Source: an optimization exercise on an open RTL-to-GDS flow (aim: small area, a short achievable clock period and few clock cycles per item). Production flows keep margins and buffers that such runs may drop. Only simulation tests tie the RTL to the original design; equivalence was not proved. Power and IR drop assume default switching activity.

## Q
Design ilid_top, start of the top module:
module ilid_top (
  input  logic        clk_i,
  input  logic        rst_ni,
  input  logic        start,
  output logic        busy,
  input  logic [2:0]  cmd_opcode,
  input  logic [11:0] cmd_position,
  input  logic [31:0] cmd_value,
  output logic        done_o,
  output logic [31:0] res_value,
  output logic [1:0]  res_status,
  output logic [10:0] res_count
);
  ilid_pkg::ilid_cmd_t cmd;
  ilid_pkg::ilid_res_t res;
  assign cmd.opcode     = cmd_opcode;
  assign cmd.position   = cmd_position;
  assign cmd.item_value = cmd_value;
  indexed_list_insert_delete_unit #(
    .CAPACITY(64)
  ) u_unit (
    .clk_i  (clk_i),
    .rst_ni (rst_ni),
    .start  (start),
    .busy   (busy),
    .cmd_i  (cmd),
    .done_o (done_o),
    .res_o  (res)
  );
  assign res_value  = res.read_value;
  assign res_status = res.status;
  assign res_count  = res.entry_count;
endmodule
Size: about 7600 cells after synthesis, about 2800 flip-flops, ~97 I/O pins, about 0.11 mm^2 of cells after synthesis.
Settings: LEC_CHECK=0, CAP_MARGIN=20, CELL_PAD_IN_SITES_DETAIL_PLACEMENT=0, CELL_PAD_IN_SITES_GLOBAL_PLACEMENT=0, CORE_MARGIN=2, CORE_UTILIZATION=55, CTS_CLUSTER_DIAMETER=80, CTS_CLUSTER_SIZE=24, PLACE_DENSITY=0.65, SETUP_SLACK_MARGIN=5.0, SLEW_MARGIN=20; clock period 8.0 ns.
run.sh (not shown) runs the stock make flow with config.mk's settings and CLKGATE_MAP_FILE= SYNTH_SCRIPT=/design/flow/synth_recipe.tcl, a recipe that flattens the netlist after the stock synthesis.
Testbench counts of Q, summed over its fixed seeds: cycles 80,040, items 80,000.
diff inputs: Q => S
--- a/flow/design.v
+++ b/flow/design.v
@@ -123,12 +123,13 @@
     else if (do_del) cnt_d = cnt_q - CntW'(1);
   end
   logic                v1_q;
   logic [7:0]          the1_q, thg1_q, tle1_q, tlg1_q;
   logic [CAPACITY-1:0] pe1_q;    
   logic                ins1_q, del1_q, rd1_q;
+  logic [7:0]          insg1_q, delg1_q;
   logic signed [31:0]  val1_q;
   logic                rderr1_q;
   logic [1:0]          status1_q;
   logic [CntW-1:0]     cnt1_q;
   always_ff @(posedge clk_i or negedge rst_ni) begin
     if (!rst_ni) begin
@@ -146,12 +147,16 @@
       tle1_q[h] <= (target[2:0] == 3'(h));
       tlg1_q[h] <= (3'(h) > target[2:0]);
     end
     for (int i = 0; i < CAPACITY; i++) pe1_q[i] <= (cmd_pos[IdxW-1:0] == IdxW'(i));
     ins1_q    <= do_ins;
     del1_q    <= do_del;
+    for (int h = 0; h < 8; h++) begin
+      insg1_q[h] <= do_ins && (target[5:3] <= 3'(h));
+      delg1_q[h] <= do_del && (target[5:3] <= 3'(h));
+    end
     rd1_q     <= do_rd;
     val1_q    <= cmd_val;
     rderr1_q  <= rd_err;
     status1_q <= status;
     cnt1_q    <= cnt_d;
   end
@@ -173,17 +178,17 @@
   always_comb begin
     for (int i = 0; i < CAPACITY; i++) begin
       logic eq, gt;
       eq = the1_q[i / 8] & tle1_q[i % 8];
       gt = thg1_q[i / 8] | (the1_q[i / 8] & tlg1_q[i % 8]);
       if (i == Last) begin
-        s0[i] = ins1_q & gt;
+        s0[i] = insg1_q[i / 8] & gt;
         s1[i] = 1'b0;
       end else begin
-        s0[i] = ins1_q & (eq | gt);
-        s1[i] = (ins1_q & eq) | (del1_q & (eq | gt));
+        s0[i] = insg1_q[i / 8] & (eq | gt);
+        s1[i] = (insg1_q[i / 8] & eq) | (delg1_q[i / 8] & (eq | gt));
       end
     end
   end
   logic [IdxW-1:0] lk_d [LkGrps];
   always_comb begin
     for (int k = 0; k < LkGrps; k++) begin
[summary]
| pin slew with the least headroom to its limit | S vs Q | 21 ps higher |. Diff Q and S: period utilization higher in Q. S against Q: routing usage on met3 grew by 0.54 points, data arrival time of the critical path shrank by 2370 ps, weighted congestion at the end of routability-driven global placement held steady, sequential cell count grew by about 0.5%. Looking only at fill cell total of the finished layout, and setting everything else aside, the lower value of Q and S goes to S. Per the comparison of S with Q, overall power shows an increase of about 20%; instance area at placement shows a reduction of 0.57%.
Testbench counts of S, summed over its fixed seeds: cycles 80,040, items 80,000.

* * *

== beta ==
ilid_top, a different RTL version from the one above (not shown whole).
For scale: about 2800 flip-flops.
export LEC_CHECK = 0
export CAP_MARGIN = 20
export CELL_PAD_IN_SITES_DETAIL_PLACEMENT = 0
export CELL_PAD_IN_SITES_GLOBAL_PLACEMENT = 0
export CORE_MARGIN = 2
export CORE_UTILIZATION = 55
export CTS_CLUSTER_DIAMETER = 80
export CTS_CLUSTER_SIZE = 24
export PLACE_DENSITY = 0.65
export SETUP_SLACK_MARGIN = 5.0
export SLEW_MARGIN = 20
create_clock -name core_clock -period 8.0 [get_ports {clk_i}]
beta did not stop at any stage, and its layout met the timing, DRC and antenna checks.
Testbench counts of beta, summed over its fixed seeds: cycles 80,032, items 80,000.
Input changes introduced in epsilon (baseline for comparison: beta):
--- a/flow/design.v
+++ b/flow/design.v
@@ -117,51 +117,56 @@
       do_rd  = 1'b0;
     end
   end
   always_comb begin
     cnt_d = cnt_q;
     if (do_ins)      cnt_d = cnt_q + CntW'(1);
     else if (do_del) cnt_d = cnt_q - CntW'(1);
   end
   logic                v1_q;
-  logic [IdxW-1:0]     t1_q;
+  logic [7:0]          the1_q, thg1_q, tle1_q, tlg1_q;
   logic [CAPACITY-1:0] pe1_q;    
   logic                ins1_q, del1_q, rd1_q;
   logic signed [31:0]  val1_q;
   logic                rderr1_q;
   logic [1:0]          status1_q;
   logic [CntW-1:0]     cnt1_q;
   always_ff @(posedge clk_i or negedge rst_ni) begin
     if (!rst_ni) begin
       cnt_q <= '0;
       v1_q  <= 1'b0;
     end else begin
       cnt_q <= cnt_d;
       v1_q  <= cmd_v;
     end
   end
   always_ff @(posedge clk_i) begin
-    t1_q      <= target;
+    for (int h = 0; h < 8; h++) begin
+      the1_q[h] <= (target[5:3] == 3'(h));
+      thg1_q[h] <= (3'(h) > target[5:3]);
+      tle1_q[h] <= (target[2:0] == 3'(h));
+      tlg1_q[h] <= (3'(h) > target[2:0]);
+    end
     for (int i = 0; i < CAPACITY; i++) pe1_q[i] <= (cmd_pos[IdxW-1:0] == IdxW'(i));
     ins1_q    <= do_ins;
     del1_q    <= do_del;
     rd1_q     <= do_rd;
     val1_q    <= cmd_val;
     rderr1_q  <= rd_err;
     status1_q <= status;
     cnt1_q    <= cnt_d;
   end
   logic [CAPACITY-1:0] s0, s1;
   always_comb begin
     for (int i = 0; i < CAPACITY; i++) begin
       logic eq, gt;
-      eq = (IdxW'(i) == t1_q);
-      gt = (IdxW'(i) >  t1_q);
+      eq = the1_q[i / 8] & tle1_q[i % 8];
+      gt = thg1_q[i / 8] | (the1_q[i / 8] & tlg1_q[i % 8]);
       if (i == Last) begin
         s0[i] = (ins1_q & gt) | del1_q;
         s1[i] = del1_q;
       end else begin
         s0[i] = ins1_q & (eq | gt);
         s1[i] = (ins1_q & eq) | (del1_q & (eq | gt));
       end
     end
   end
==> run notes <==
When epsilon is set beside beta, its final routed wirelength across all metal layers turns out to be 1600 µm smaller. [compare] base=beta new=epsilon: final RePlAce weighted congestion now sits at about the same level; required time at the endpoint of the critical path now sits at about the same level; setup slack now sits higher. [compare] base=beta new=epsilon: via count went up by about 5.3%; count of non-CTS inverters in the layout now sits lower; final non-filler cell area neither gained nor lost much.
Testbench counts of epsilon, summed over its fixed seeds: cycles 80,032, items 80,000.

* * *

## the previous run
Another version of the RTL of ilid_top (not shown whole).
Size: about 7000 cells after synthesis, roughly 2800 flip-flops, about 97 I/O pins, about 110000 µm² of cells after synthesis.
Settings: LEC_CHECK=0, CAP_MARGIN=20, CELL_PAD_IN_SITES_DETAIL_PLACEMENT=0, CELL_PAD_IN_SITES_GLOBAL_PLACEMENT=0, CORE_MARGIN=2, CORE_UTILIZATION=55, CTS_CLUSTER_DIAMETER=80, CTS_CLUSTER_SIZE=24, PLACE_DENSITY=0.65, SETUP_SLACK_MARGIN=4.8, SLEW_MARGIN=20; clock period 8.0 ns.
Testbench counts of the previous run, summed over its fixed seeds: cycles 80,032, items 80,000.
Input-level comparison between the current run and the previous run:
--- a/flow/design.v
+++ b/flow/design.v
@@ -116,53 +116,58 @@
       do_del = 1'b0;
       do_rd  = 1'b0;
     end
   end
   always_comb begin
     cnt_d = cnt_q;
     if (do_ins)      cnt_d = cnt_q + CntW'(1);
     else if (do_del) cnt_d = cnt_q - CntW'(1);
   end
   logic                v1_q;
-  logic [IdxW-1:0]     t1_q;
+  logic [7:0]          the1_q, thg1_q, tle1_q, tlg1_q;
   logic [CAPACITY-1:0] pe1_q;    
   logic                ins1_q, del1_q, rd1_q;
   logic signed [31:0]  val1_q;
   logic                rderr1_q;
   logic [1:0]          status1_q;
   logic [CntW-1:0]     cnt1_q;
   always_ff @(posedge clk_i or negedge rst_ni) begin
     if (!rst_ni) begin
       cnt_q <= '0;
       v1_q  <= 1'b0;
     end else begin
       cnt_q <= cnt_d;
       v1_q  <= cmd_v;
     end
   end
   always_ff @(posedge clk_i) begin
-    t1_q      <= target;
+    for (int h = 0; h < 8; h++) begin
+      the1_q[h] <= (target[5:3] == 3'(h));
+      thg1_q[h] <= (3'(h) > target[5:3]);
+      tle1_q[h] <= (target[2:0] == 3'(h));
+      tlg1_q[h] <= (3'(h) > target[2:0]);
+    end
     for (int i = 0; i < CAPACITY; i++) pe1_q[i] <= (cmd_pos[IdxW-1:0] == IdxW'(i));
     ins1_q    <= do_ins;
     del1_q    <= do_del;
     rd1_q     <= do_rd;
     val1_q    <= cmd_val;
     rderr1_q  <= rd_err;
     status1_q <= status;
     cnt1_q    <= cnt_d;
   end
   logic [CAPACITY-1:0] s0, s1;
   always_comb begin
     for (int i = 0; i < CAPACITY; i++) begin
       logic eq, gt;
-      eq = (IdxW'(i) == t1_q);
-      gt = (IdxW'(i) >  t1_q);
+      eq = the1_q[i / 8] & tle1_q[i % 8];
+      gt = thg1_q[i / 8] | (the1_q[i / 8] & tlg1_q[i % 8]);
       if (i == Last) begin
         s0[i] = (ins1_q & gt) | del1_q;
         s1[i] = del1_q;
       end else begin
         s0[i] = ins1_q & (eq | gt);
         s1[i] = (ins1_q & eq) | (del1_q & (eq | gt));
       end
     end
   end
   logic [IdxW-1:0] map_q [CAPACITY];
@@ -201,42 +206,43 @@
   logic signed [31:0] slot_val [CAPACITY];
   for (genvar g = 0; g < CAPACITY; g++) begin : g_slot
     ilid_cell u_cell (
       .clk_i   (clk_i),
       .we_i    (ins1_q && (new_slot == IdxW'(g))),
       .wdata_i (val1_q),
       .value_o (slot_val[g])
     );
   end
   logic            v2_q;
-  logic            rd2_q;
-  logic [IdxW-1:0] slot2_q;
+  logic [7:0]      shi2_q, slo2_q;
   logic            rderr2_q;
   logic [1:0]      status2_q;
   logic [CntW-1:0] cnt2_q;
   always_ff @(posedge clk_i or negedge rst_ni) begin
     if (!rst_ni) v2_q <= 1'b0;
     else         v2_q <= v1_q;
   end
   always_ff @(posedge clk_i) begin
-    rd2_q     <= rd1_q;
-    slot2_q   <= tgt_slot;
+    for (int h = 0; h < 8; h++) begin
+      shi2_q[h] <= rd1_q && (tgt_slot[5:3] == 3'(h));
+      slo2_q[h] <= (tgt_slot[2:0] == 3'(h));
+    end
     rderr2_q  <= rderr1_q;
     status2_q <= status1_q;
     cnt2_q    <= cnt1_q;
   end
   localparam int unsigned Groups = 4;
   localparam int unsigned GrpSz  = CAPACITY / Groups;
   logic [CAPACITY-1:0] rs;
   always_comb begin
     for (int j = 0; j < CAPACITY; j++) begin
-      rs[j] = rd2_q && (slot2_q == IdxW'(j));
+      rs[j] = shi2_q[j / 8] && slo2_q[j % 8];
     end
   end
   logic signed [31:0] grp_d [Groups];
   logic signed [31:0] grp_q [Groups];
   always_comb begin
     for (int k = 0; k < Groups; k++) begin
       grp_d[k] = 32'sd0;
       for (int j = k * GrpSz; j < (k + 1) * GrpSz; j++) begin
         grp_d[k] = grp_d[k] | (slot_val[j] & {32{rs[j]}});
       end
==> run notes <==
- From the previous run to the current run the numbers moved as follows: total clock buffers created by CTS has increased, worst setup slack increased 0.011 ns, final critical-path share of the clock period stayed essentially flat.
- Of the current run and the previous run, it is the current run that has the higher global-route track usage on met1.
- Density: the current run sparser than the previous run
- The current run ends up with a total number of multi-input combinational cells that is 495 higher than in the previous run.
- Relative contribution of combinational cells to total power: lower on the current run
- Taking the previous run as the reference, in the current run multiplexer share of the synthesized area shows a reduction of 4.8 points, routed length on met1 shows an increase of 5.7%, final worst hold slack shows a reduction of 0.0087 ns.
Testbench counts of the current run, summed over its fixed seeds: cycles 80,032, items 80,000.

==> afterwards: timing with drivers on the ports <==
The results above use ideal ports. As a check the final layouts listed here were re-extracted and re-timed, cells and wires unchanged.
Step 1 sets driving cells, clkbuf_16 on the clock port and buf_2 on the other inputs (assumed; they add their load-dependent delay and slew).
Step 2, shift: input delay + t, output delay - t, t = (earliest + latest rising clock arrival at the registers) / 2. This alone moves slack from input paths to output paths.
Slacks: ideal / step 1 / step 2; pairs: ideal / step 1.
run | t, ns | slack for setup (ns) | slew at the worst register clock pin (ns)
Q | 0.923 | 4.972 / 4.956 / 4.244 | 0.10 / 0.10
S | 0.930 | 5.002 / 4.910 / 4.219 | 0.10 / 0.10
beta | 0.936 | 4.884 / 4.884 / 4.313 | 0.11 / 0.11
epsilon | 0.931 | 4.925 / 4.887 / 4.247 | 0.10 / 0.10
the previous run | 0.949 | 4.658 / 4.658 / 4.001 | 0.10 / 0.10
the current run | 0.913 | 4.669 / 4.669 / 4.043 | 0.10 / 0.10
After both steps setup and hold are still met in every run listed. The setup slack of S, which loses most, moves by -0.092 ns with the drivers and by -0.783 ns with both steps.
